From an optimization exercise on the open Yosys and OpenROAD flow, aimed at small area, a short achievable clock period and few clock cycles per item; shortcuts taken in it are not production practice. In this exercise RTL edits were held to simulation tests only and were not proved equivalent to the original.

`design/flow/run.sh`:
```
#!/bin/bash
# synth_recipe.tcl (not shown) runs the flow's synth.tcl, then flattens the netlist and writes it again
# the make line also repeats each setting of config.mk as NAME=value (left out here)
make -C /OpenROAD-flow-scripts/flow DESIGN_CONFIG=/design/flow/config.mk WORK_HOME=/design/flow/orfs CLKGATE_MAP_FILE= SYNTH_SCRIPT=/design/flow/synth_recipe.tcl finish
```
`design/flow/config.mk`:
```
export PLATFORM = sky130hd
export DESIGN_NAME = drive_to_relative_point
export DESIGN_NICKNAME = drive_to_relative_point
export VERILOG_FILES = /design/flow/design.v
export SDC_FILE = /design/flow/constraint.sdc
export NUM_CORES = 4
export LEC_CHECK = 0
export CAP_MARGIN = 20
export CORE_MARGIN = 2
export CORE_UTILIZATION = 40
export SLEW_MARGIN = 20
```
`design/flow/design.v`:
```
`timescale 1ns / 1ps
package dtrp_pkg;
    localparam int MAG_W   = 31;
    localparam int SPEED_W = 15;
    localparam int ROOT_W  = 32;
    localparam int RAD_W   = 2 * ROOT_W;
    localparam int NUM_W   = MAG_W + SPEED_W;
    localparam int QUOT_W  = 16;
    localparam int OUT_W   = 16;
    localparam int CIDX_W  = 3;
    localparam int CDAT_W  = 32;
    typedef enum logic [1:0] {
        ACT_START  = 2'd0,
        ACT_UPDATE = 2'd1,
        ACT_TICK   = 2'd2
    } t_action;
    localparam logic [1:0] CAUSE_NONE    = 2'd0;
    localparam logic [1:0] CAUSE_REACHED = 2'd1;
    localparam logic [1:0] CAUSE_TIMEOUT = 2'd2;
    localparam logic [CIDX_W-1:0] REG_OFFSET_X   = 3'd0;
    localparam logic [CIDX_W-1:0] REG_OFFSET_Y   = 3'd1;
    localparam logic [CIDX_W-1:0] REG_TGT_HDG    = 3'd2;
    localparam logic [CIDX_W-1:0] REG_SPEED      = 3'd3;
    localparam logic [CIDX_W-1:0] REG_THRESHOLD  = 3'd4;
    localparam logic [CIDX_W-1:0] REG_TIMEOUT    = 3'd5;
    localparam logic [CIDX_W-1:0] REG_STOP       = 3'd6;
endpackage
`timescale 1ns / 1ps
import dtrp_pkg::*;
module dtrp_sqrt (
    input  logic              i_clk,
    input  logic              i_rst_n,
    input  logic              i_start,
    input  logic [RAD_W-1:0]  i_radicand,
    output logic              o_busy,
    output logic [ROOT_W-1:0] o_root
);
    localparam int REM_W = ROOT_W + 2;
    localparam int CNT_W = $clog2(ROOT_W + 1);
    logic [RAD_W-1:0]  r_rad;
    logic [REM_W-1:0]  r_rem;
    logic [ROOT_W-1:0] r_root;
    logic [CNT_W-1:0]  r_cnt;
    logic              r_busy;
    logic [REM_W+1:0]  trial;
    logic [REM_W+1:0]  cand;
    logic              ge;
    assign trial = {r_rem, r_rad[RAD_W-1 -: 2]};
    assign cand  = {2'b00, r_root, 2'b01};
    assign ge    = (trial >= cand);
    always_ff @(posedge i_clk) begin
        if (!i_rst_n) begin
            r_busy <= 1'b0;
            r_cnt  <= '0;
        end else if (i_start) begin
            r_busy <= 1'b1;
            r_cnt  <= CNT_W'(ROOT_W);
            r_rad  <= i_radicand;
            r_rem  <= '0;
            r_root <= '0;
        end else if (r_busy) begin
            r_rad  <= {r_rad[RAD_W-3:0], 2'b00};
            r_rem  <= ge ? REM_W'(trial - cand) : REM_W'(trial);
            r_root <= {r_root[ROOT_W-2:0], ge};
            r_cnt  <= r_cnt - 1'b1;
            if (r_cnt == CNT_W'(1)) begin
                r_busy <= 1'b0;
            end
        end
    end
    assign o_busy = r_busy;
    assign o_root = r_root;
endmodule
`timescale 1ns / 1ps
import dtrp_pkg::*;
module dtrp_div (
    input  logic              i_clk,
    input  logic              i_rst_n,
    input  logic              i_start,
    input  logic [NUM_W-1:0]  i_num,
    input  logic [ROOT_W-1:0] i_den,
    output logic              o_busy,
    output logic [QUOT_W-1:0] o_quot
);
    localparam int CNT_W = $clog2(QUOT_W + 1);
    logic [ROOT_W-1:0] r_rem;
    logic [ROOT_W-1:0] r_den;
    logic [QUOT_W-1:0] r_lo;
    logic [QUOT_W-1:0] r_quot;
    logic [CNT_W-1:0]  r_cnt;
    logic              r_busy;
    logic [ROOT_W:0]   trial;
    logic              ge;
    assign trial = {r_rem, r_lo[QUOT_W-1]};
    assign ge    = (trial >= {1'b0, r_den});
    always_ff @(posedge i_clk) begin
        if (!i_rst_n) begin
            r_busy <= 1'b0;
            r_cnt  <= '0;
        end else if (i_start) begin
            r_busy <= 1'b1;
            r_cnt  <= CNT_W'(QUOT_W);
            r_rem  <= ROOT_W'(i_num[NUM_W-1:QUOT_W]);
            r_lo   <= i_num[QUOT_W-1:0];
            r_den  <= i_den;
            r_quot <= '0;
        end else if (r_busy) begin
            r_rem  <= ge ? ROOT_W'(trial - {1'b0, r_den}) : ROOT_W'(trial);
            r_lo   <= {r_lo[QUOT_W-2:0], 1'b0};
            r_quot <= {r_quot[QUOT_W-2:0], ge};
            r_cnt  <= r_cnt - 1'b1;
            if (r_cnt == CNT_W'(1)) begin
                r_busy <= 1'b0;
            end
        end
    end
    assign o_busy = r_busy;
    assign o_quot = r_quot;
endmodule
`timescale 1ns / 1ps
import dtrp_pkg::*;
module dtrp_rot #(
    parameter int VEL_FRAC_BITS = 15
) (
    input  logic             i_clk,
    input  logic             i_rst_n,
    input  logic             i_start,
    input  logic [31:0]      i_err_mag,
    input  logic             i_err_neg,
    output logic             o_busy,
    output logic [OUT_W-1:0] o_vel_rot
);
    localparam int NW    = 12 + VEL_FRAC_BITS;
    localparam int VW    = VEL_FRAC_BITS + 2;
    localparam int CNT_W = $clog2(NW + 1);
    localparam logic [VW-1:0] RMAX = VW'(3) << (VEL_FRAC_BITS - 2);
    logic [NW-1:0]    r_num;
    logic [NW-1:0]    r_quo;
    logic [2:0]       r_rem;
    logic [CNT_W-1:0] r_cnt;
    logic             r_busy;
    logic             r_big;
    logic             r_neg;
    logic [3:0]       trial;
    logic             ge;
    logic [VW-1:0]    vr;
    logic [VW-1:0]    mag;
    logic [31:0]      mag32;
    logic [31:0]      sgn32;
    assign trial = {r_rem, r_num[NW-1]};
    assign ge    = (trial >= 4'd5);
    always_ff @(posedge i_clk) begin
        if (!i_rst_n) begin
            r_busy <= 1'b0;
            r_cnt  <= '0;
        end else if (i_start) begin
            r_busy <= 1'b1;
            r_cnt  <= CNT_W'(NW);
            r_num  <= {i_err_mag[11:0], {VEL_FRAC_BITS{1'b0}}};
            r_quo  <= '0;
            r_rem  <= '0;
            r_big  <= (i_err_mag[31:12] != '0);
            r_neg  <= i_err_neg;
        end else if (r_busy) begin
            r_rem <= ge ? 3'(trial - 4'd5) : 3'(trial);
            r_quo <= {r_quo[NW-2:0], ge};
            r_num <= {r_num[NW-2:0], 1'b0};
            r_cnt <= r_cnt - 1'b1;
            if (r_cnt == CNT_W'(1)) begin
                r_busy <= 1'b0;
            end
        end
    end
    assign vr    = r_quo[NW-1:10];
    assign mag   = (r_big || (vr > RMAX)) ? RMAX : vr;
    assign mag32 = 32'(mag);
    assign sgn32 = r_neg ? (32'd0 - mag32) : mag32;
    assign o_busy    = r_busy;
    assign o_vel_rot = sgn32[OUT_W-1:0];
endmodule
`timescale 1ns / 1ps
import dtrp_pkg::*;
module drive_to_relative_point #(
    parameter int POS_WIDTH     = 32,
    parameter int VEL_FRAC_BITS = 15
) (
    input  logic                 i_clk,
    input  logic                 i_rst_n,
    input  logic                 i_cfg_we,
    input  logic [CIDX_W-1:0]    i_cfg_idx,
    input  logic [CDAT_W-1:0]    i_cfg_wdata,
    input  logic                 i_in_valid,
    output logic                 o_in_ready,
    input  logic [1:0]           i_action,
    input  logic [POS_WIDTH-1:0] i_pos_x,
    input  logic [POS_WIDTH-1:0] i_pos_y,
    input  logic [31:0]          i_yaw,
    output logic                 o_out_valid,
    input  logic                 i_out_ready,
    output logic [OUT_W-1:0]     o_vel_x,
    output logic [OUT_W-1:0]     o_vel_y,
    output logic [OUT_W-1:0]     o_vel_rot,
    output logic                 o_finished,
    output logic [1:0]           o_finish_cause,
    output logic                 o_stop_drive
);
    localparam int SW = ((POS_WIDTH > 32) ? POS_WIDTH : 32) + 1;
    localparam int DW = POS_WIDTH + 1;
    localparam int MW = (DW > 32) ? DW : 32;
    localparam logic [SW-1:0] PMAX = SW'({(POS_WIDTH-1){1'b1}});
    localparam logic [SW-1:0] PMIN = ~PMAX;
    typedef enum logic [3:0] {
        S_IDLE, S_EXEC, S_NORM, S_SQX, S_SQY, S_ROOT_GO, S_ROOT_WAIT,
        S_MULX, S_DIVX, S_MULY, S_DIVY, S_FIN, S_PUT
    } t_state;
    t_state r_state;
    logic [31:0]          r_off_x, r_off_y, r_tgt_hdg;
    logic [SPEED_W-1:0]   r_speed;
    logic [15:0]          r_thresh;
    logic [23:0]          r_tmo;
    logic                 r_stop;
    logic [POS_WIDTH-1:0] r_goal_x, r_goal_y;
    logic                 r_reached, r_running;
    logic [23:0]          r_ticks;
    logic [1:0]           r_act;
    logic [POS_WIDTH-1:0] r_px, r_py;
    logic [31:0]          r_yaw;
    logic [MW-1:0]        r_ax, r_ay;
    logic                 r_dx_neg, r_dy_neg, r_shifted;
    logic [RAD_W-1:0]     r_sum, r_sq;
    logic [ROOT_W-1:0]    r_root;
    logic [NUM_W-1:0]     r_prod;
    logic                 r_div_go;
    logic [OUT_W-1:0]     r_vx, r_vy;
    logic                 r_fin, r_sdrv;
    logic [1:0]           r_cause;
    logic                 r_out_valid;
    logic [OUT_W-1:0]     r_o_vx, r_o_vy, r_o_vrot;
    logic                 r_o_fin, r_o_sdrv;
    logic [1:0]           r_o_cause;
    logic [SW-1:0]        sum_x, sum_y;
    logic [DW-1:0]        dx, dy, ax_d, ay_d;
    logic [32:0]          err, err_mag;
    logic [23:0]          n_ticks;
    logic [MAG_W-1:0]     ax31, ay31, mul_a, mul_b;
    logic [2*MAG_W-1:0]   mul_p;
    logic                 sqrt_start, sqrt_busy, div_busy, rot_start, rot_busy;
    logic [ROOT_W-1:0]    root;
    logic [QUOT_W-1:0]    quot;
    logic [OUT_W-1:0]     vel_rot, q_neg;
    logic                 wide;
    always_ff @(posedge i_clk) begin
        if (!i_rst_n) begin
            r_off_x   <= '0;
            r_off_y   <= '0;
            r_tgt_hdg <= '0;
            r_speed   <= '0;
            r_thresh  <= 16'd256;
            r_tmo     <= '0;
            r_stop    <= 1'b0;
        end else if (i_cfg_we) begin
            case (i_cfg_idx)
                REG_OFFSET_X:  r_off_x   <= i_cfg_wdata;
                REG_OFFSET_Y:  r_off_y   <= i_cfg_wdata;
                REG_TGT_HDG:   r_tgt_hdg <= i_cfg_wdata;
                REG_SPEED:     r_speed   <= i_cfg_wdata[SPEED_W-1:0];
                REG_THRESHOLD: r_thresh  <= i_cfg_wdata[15:0];
                REG_TIMEOUT:   r_tmo     <= i_cfg_wdata[23:0];
                REG_STOP:      r_stop    <= i_cfg_wdata[0];
                default: ;
            endcase
        end
    end
    assign sum_x = SW'($signed(r_px)) + SW'($signed(r_off_x));
    assign sum_y = SW'($signed(r_py)) + SW'($signed(r_off_y));
    assign dx    = DW'($signed(r_goal_x)) - DW'($signed(r_px));
    assign dy    = DW'($signed(r_goal_y)) - DW'($signed(r_py));
    assign ax_d  = dx[DW-1] ? (DW'(0) - dx) : dx;
    assign ay_d  = dy[DW-1] ? (DW'(0) - dy) : dy;
    assign err   = 33'($signed(r_tgt_hdg)) - 33'($signed(r_yaw));
    assign err_mag = err[32] ? (33'd0 - err) : err;
    assign n_ticks = (r_ticks != '1) ? (r_ticks + 24'd1) : r_ticks;
    assign ax31 = r_ax[MAG_W-1:0];
    assign ay31 = r_ay[MAG_W-1:0];
    assign wide = ((r_ax | r_ay) >> MAG_W) != '0;
    always_comb begin
        mul_a = ax31;
        mul_b = ax31;
        case (r_state)
            S_SQY:  begin mul_a = ay31; mul_b = ay31; end
            S_MULX: begin mul_a = ax31; mul_b = MAG_W'(r_speed); end
            S_MULY: begin mul_a = ay31; mul_b = MAG_W'(r_speed); end
            default: ;
        endcase
    end
    assign mul_p = mul_a * mul_b;
    assign sqrt_start = (r_state == S_ROOT_GO);
    assign rot_start  = (r_state == S_EXEC) && (r_act == ACT_UPDATE) && r_running;
    assign q_neg      = OUT_W'(0) - quot;
    dtrp_sqrt u_sqrt (
        .i_clk      (i_clk),
        .i_rst_n    (i_rst_n),
        .i_start    (sqrt_start),
        .i_radicand (r_sum + r_sq),
        .o_busy     (sqrt_busy),
        .o_root     (root)
    );
    dtrp_div u_div (
        .i_clk   (i_clk),
        .i_rst_n (i_rst_n),
        .i_start (r_div_go),
        .i_num   (r_prod),
        .i_den   (r_root),
        .o_busy  (div_busy),
        .o_quot  (quot)
    );
    dtrp_rot #(
        .VEL_FRAC_BITS (VEL_FRAC_BITS)
    ) u_rot (
        .i_clk     (i_clk),
        .i_rst_n   (i_rst_n),
        .i_start   (rot_start),
        .i_err_mag (err_mag[31:0]),
        .i_err_neg (err[32]),
        .o_busy    (rot_busy),
        .o_vel_rot (vel_rot)
    );
    always_ff @(posedge i_clk) begin
        if (!i_rst_n) begin
            r_state     <= S_IDLE;
            r_goal_x    <= '0;
            r_goal_y    <= '0;
            r_reached   <= 1'b0;
            r_running   <= 1'b0;
            r_ticks     <= '0;
            r_out_valid <= 1'b0;
            r_div_go    <= 1'b0;
        end else begin
            r_div_go <= 1'b0;
            if (r_out_valid && i_out_ready) begin
                r_out_valid <= 1'b0;
            end
            case (r_state)
                S_IDLE: begin
                    if (i_in_valid) begin
                        r_act   <= i_action;
                        r_px    <= i_pos_x;
                        r_py    <= i_pos_y;
                        r_yaw   <= i_yaw;
                        r_state <= S_EXEC;
                    end
                end
                S_EXEC: begin
                    r_vx    <= '0;
                    r_vy    <= '0;
                    r_fin   <= 1'b0;
                    r_cause <= CAUSE_NONE;
                    r_sdrv  <= 1'b0;
                    r_state <= S_PUT;
                    case (r_act)
                        ACT_START: begin
                            if ($signed(sum_x) > $signed(PMAX)) begin
                                r_goal_x <= PMAX[POS_WIDTH-1:0];
                            end else if ($signed(sum_x) < $signed(PMIN)) begin
                                r_goal_x <= PMIN[POS_WIDTH-1:0];
                            end else begin
                                r_goal_x <= sum_x[POS_WIDTH-1:0];
                            end
                            if ($signed(sum_y) > $signed(PMAX)) begin
                                r_goal_y <= PMAX[POS_WIDTH-1:0];
                            end else if ($signed(sum_y) < $signed(PMIN)) begin
                                r_goal_y <= PMIN[POS_WIDTH-1:0];
                            end else begin
                                r_goal_y <= sum_y[POS_WIDTH-1:0];
                            end
                            r_reached <= 1'b0;
                            r_ticks   <= '0;
                            r_running <= 1'b1;
                        end
                        ACT_UPDATE: begin
                            if (r_running) begin
                                r_ax      <= MW'(ax_d);
                                r_ay      <= MW'(ay_d);
                                r_dx_neg  <= dx[DW-1];
                                r_dy_neg  <= dy[DW-1];
                                r_shifted <= 1'b0;
                                r_state   <= S_NORM;
                            end
                        end
                        ACT_TICK: begin
                            if (r_running) begin
                                r_ticks <= n_ticks;
                                if ((r_tmo != '0) && (n_ticks >= r_tmo)) begin
                                    r_fin     <= 1'b1;
                                    r_cause   <= CAUSE_TIMEOUT;
                                    r_sdrv    <= r_stop;
                                    r_running <= 1'b0;
                                end
                            end
                        end
                        default: ;
                    endcase
                end
                S_NORM: begin
                    if (wide) begin
                        r_ax      <= r_ax >> 1;
                        r_ay      <= r_ay >> 1;
                        r_shifted <= 1'b1;
                    end else begin
                        r_state <= S_SQX;
                    end
                end
                S_SQX: begin
                    r_sum   <= RAD_W'(mul_p);
                    r_state <= S_SQY;
                end
                S_SQY: begin
                    r_sq    <= RAD_W'(mul_p);
                    r_state <= S_ROOT_GO;
                end
                S_ROOT_GO: begin
                    r_state <= S_ROOT_WAIT;
                end
                S_ROOT_WAIT: begin
                    if (!sqrt_busy) begin
                        r_root  <= root;
                        r_state <= (root == '0) ? S_FIN : S_MULX;
                    end
                end
                S_MULX: begin
                    r_prod   <= mul_p[NUM_W-1:0];
                    r_div_go <= 1'b1;
                    r_state  <= S_DIVX;
                end
                S_DIVX: begin
                    if (!r_div_go && !div_busy) begin
                        r_vx    <= r_dx_neg ? q_neg : quot;
                        r_state <= S_MULY;
                    end
                end
                S_MULY: begin
                    r_prod   <= mul_p[NUM_W-1:0];
                    r_div_go <= 1'b1;
                    r_state  <= S_DIVY;
                end
                S_DIVY: begin
                    if (!r_div_go && !div_busy) begin
                        r_vy    <= r_dy_neg ? q_neg : quot;
                        r_state <= S_FIN;
                    end
                end
                S_FIN: begin
                    if (!rot_busy) begin
                        if (r_reached || (!r_shifted && (r_root <= ROOT_W'(r_thresh)))) begin
                            r_reached <= 1'b1;
                            r_fin     <= 1'b1;
                            r_cause   <= CAUSE_REACHED;
                            r_sdrv    <= r_stop;
                            r_running <= 1'b0;
                        end
                        r_state <= S_PUT;
                    end
                end
                S_PUT: begin
                    if (!r_out_valid || i_out_ready) begin
                        r_out_valid <= 1'b1;
                        r_o_vx      <= r_vx;
                        r_o_vy      <= r_vy;
                        r_o_vrot    <= (r_act == ACT_UPDATE && r_running) ||
                                       (r_act == ACT_UPDATE && r_cause == CAUSE_REACHED)
                                       ? vel_rot : '0;
                        r_o_fin     <= r_fin;
                        r_o_cause   <= r_cause;
                        r_o_sdrv    <= r_sdrv;
                        r_state     <= S_IDLE;
                    end
                end
                default: r_state <= S_IDLE;
            endcase
        end
    end
    assign o_in_ready     = (r_state == S_IDLE);
    assign o_out_valid    = r_out_valid;
    assign o_vel_x        = r_o_vx;
    assign o_vel_y        = r_o_vy;
    assign o_vel_rot      = r_o_vrot;
    assign o_finished     = r_o_fin;
    assign o_finish_cause = r_o_cause;
    assign o_stop_drive   = r_o_sdrv;
endmodule
```
`design/flow/constraint.sdc`:
```
create_clock -name core_clock -period 11.0 [get_ports {i_clk}]
set_input_delay 2.2000 -clock core_clock [delete_from_list [all_inputs] [get_ports {i_clk}]]
set_output_delay 2.2000 -clock core_clock [all_outputs]
set_load 0.01 [all_outputs]
```
==> flow_summary.json <==
{
  "status": "no timing/DRC/antenna violations",
  "tritoncts": "done",
  "rsz0062_at_grt": "no",
  "fp.coreArea_mm2": 0.217,
  "nets": 10900,
  "wl_met1_mm": 114,
  "max_stage_delay_ns": 0.69,
  "r2r_slack_ns": 0.53,
  "max_freq_ghz": 0.0955,
  "ys_warn_count": 4,
  "hp-class": "reg -> reg",
  "clk-insertion-delay-late_ns": 0.78,
  "syn_nets": 10800,
  "htreeDepth": 3,
  "grt_max_degree": 98,
  "fin_skew_ns": 0.0384,
  "cp-start-kind": "flop",
  "synth_commonest_cells": "inv_1 (1204), nand2_1 (1183), fa_1 (844)",
  "numCtsBuffers": 107,
  "topRoutingLayerUsed": "met5",
  "clk_path_buf_depth": 3,
  "r2r-start": "r_state[3]",
  "dpl.cell_count": 12000,
  "ant_nets": 0,
  "fin_cells": 12200,
  "hold_viol_final": 0,
  "netlist_instances": 9207,
  "drive_above_1_share_pct": 5.80,
  "post-synth-top-count-cell": "inv_1",
  "synth_area_leaders": "edfxtp_1 (25%), fa_1 (19%), ha_1 (8.6%)",
  "finalSetupTns_ns": 0,
  "synth_async_sr_flop_share_pct": 0,
  "finalMaxSlewViolations": 0,
  "gp_congestion": 0.981,
  "drt_iter0_drc": 6092,
  "relSlewSlack_pct": 27.7,
  "ctsHoldBuffers": 0,
  "cp_max_fo": 19,
  "area_delta_synth_final_pct": 10.5,
  "grt_overflow": 0,
  "wl_met3_mm": 17.4,
  "vias": 66900,
  "avgViaCountPerCell": 5.47,
  "path_common_cell": "fa_1",
  "dp_hpwl_mm": 206,
  "ys_seq_area_share_pct": 31.2,
  "start_util_pct": 40.2,
  "die_area_mm2": 0.222,
  "fin_crit_ns": 10.47,
  "hold_ws_ns": 0.416,
  "ys_ff_latch": 994,
  "hold_end": "r_o_fin",
  "ys.flop_type": "edfxtp_1",
  "cp.required_ns": 11.48,
  "grt_antenna_before_repair": 2,
  "maxCapViolations": 0,
  "cts-root-buf": "clkbuf_16",
  "cp_slowest_cell": "dfxtp_1",
  "synth_edf_count": 727,
  "drc": 0,
  "synth.distinct_cells": 108,
  "clk_pin_slew_ns": 0.06,
  "syn-cell-area_mm2": 0.0872,
  "drt_wl_total_mm": 263,
  "yosysTopAreaCell": "edfxtp_1",
  "die-width_um": 471,
  "fin_crit_sh_pct": 95.2,
  "crit_path_end_kind": "flop",
  "syn_area_per_cell_um2": 9.47,
  "worstPathArrival_ns": 10.95,
  "met2_length_mm": 119,
  "setup_viol": 0,
  "ioPinCount": 192,
  "hold_path_depth": 0,
  "worst_pin_slew_ns": 1.08,
  "first_pass_iters": 8,
  "grt_usage_pct": 23.4,
  "grt_pass1_vias": 67100,
  "die_h_um": 471,
  "routedWlPerCell_um": 21.5,
  "path_class": "reg -> reg",
  "r2r-end": "r_sum[59]",
  "row_count": 171,
  "min_from": "r_fin",
  "port_buffers": 191,
  "numClockSinks": 994,
  "yosysTopAreaCellShare_pct": 25.0,
  "grt_pass1_wl_mm": 402,
  "reg2reg_depth": 32
}
[metrics by stage]
step	setup WS (ns)	util (%)	instance area, µm²
after floorplan	1.13	-	87200
after global placement	0.610	42.7	92600
after detailed placement	0.446	42.7	92600
after CTS	0.410	44.4	96300
after global routing	0.0239	44.4	96400
final	0.528	44.4	96400
[registers in the layout, summed over array words and instances (netlist names), 33 cells and up]
signal / cells
r_sq: 62
u_sqrt.r_rem: 34
r_ax: 33
r_ay: 33
r_prod: 46
r_sum: 62
u_sqrt.r_rad: 64
[layout by cell type (no fill, tap or decap), types with 20 or more instances in the layout]
cell type	netlist	routed
fa_1	844	844
nand2b_1	70	70
o31ai_1	23	23
nor3b_1	20	20
nand4_1	46	46
nand3_1	105	104
o211ai_1	35	35
ha_1	597	597
and3_1	49	47
a211oi_1	29	29
clkdlybuf4s50_1	0	190
mux2i_1	71	60
xnor2_1	264	262
dfxtp_1	267	266
edfxtp_1	727	727
and4_1	20	20
nor4_1	49	49
o21a_1	71	68
nand2_1	1183	1181
a31oi_1	73	73
o21bai_1	34	34
nor3_1	100	95
clkbuf_16	0	108
a21o_1	221	221
mux2_2	106	106
inv_1	1204	1203
and2_1	77	75
or3_1	45	44
a21oi_1	472	472
xor2_1	162	162
buf_4	0	161
nor2_1	816	813
a21boi_0	184	181
clkinv_1	4	23
o21ai_0	394	391
nor2b_1	103	103
a22oi_1	27	27
or2_2	21	21
[critical path: cells and delay by family (launching register included)]
kind,cells,cell delay [ns]
adder cells (fa/ha/maj),9,4.30
AO/OA/AOI/OAI,14,3.88
buffers and inverters,7,0.98
flip-flops,1,0.69
AND/OR/NAND/NOR,2,0.30
[layout make-up]
type	count	area, µm²
clock buffer	130	2840
tap	2854	3570
clock inverter	70	808
antenna	3	7.51
timing repair buffer	357	3230
multi-input combinational	6611	54200
fill	20900	121000
sequential	994	27200
inverter	1208	4530
[layer usage]
metal,vias up,GRT usage (%)
li1,31000,-
met1,33100,31.8
met2,2326,37.6
met3,499,3.22
met4,2,9.24
met5,-,0
[timing repair]
item                                    in CTS  in global routing
resized for setup                            0                  1
endpoints found under the setup margin       0                  6
hold endpoints to repair                     0                  0
setup buffers                                0                  2
[kinds of logic after synthesis]
group,Yosys count,share of synthesized area (%)
xor gates and xnor gates,426,4.28
adders and majority gates,1447,28.0
and+or+nand+nor,2766,14.2
muxes,177,2.18
DFF,994,31.2
AOI/OAI and AO/OA,1795,13.3
buffers and inverters,1602,6.92
[how the worst max path moves through the flow]
stage	startpoint	endpoint	slack (ns)	depth (start not counted)
2_1_floorplan	r_state[0]	r_sq[59]	1.13	34
3_3_place_gp	r_state[3]	r_sq[60]	0.61	32
3_5_place_dp	r_state[2]	r_sq[60]	0.45	32
4_1_cts	r_state[2]	r_sq[60]	0.41	32
5_1_grt	r_state[3]	r_sq[59]	0.02	30
6_report	r_state[3]	r_sum[59]	0.53	32
Testbench counts, summed over its fixed seeds: cycles 315,172, items 6,400.

-- re-timing with driven ports --
In the flow no input, the clock included, has a driving cell. The finished layout below was timed again as built, in two steps. Step 1 sets driving cells, clkbuf_16 on the clock port and buf_2 on the other inputs (assumed; they add their load-dependent delay and slew). Step 2 times the ports against the registers' clock, not the clock port: input delays grow and output delays shrink by t, the midpoint of the rising clock arrivals with the driver on. Slacks: ideal / step 1 / step 2; pairs: ideal / step 1.
t (ns): 0.849
setup WS [ns]: 0.528 / 0.528 / 0.528
worst setup path at the end: register to register
clock arrival spread, ns: 0.056 / 0.056
pins driven straight from the clock port: 1
After both steps setup and hold are still met in this run. The setup slack of this run moves by 0.000 ns with the drivers and by 0.000 ns with both steps.
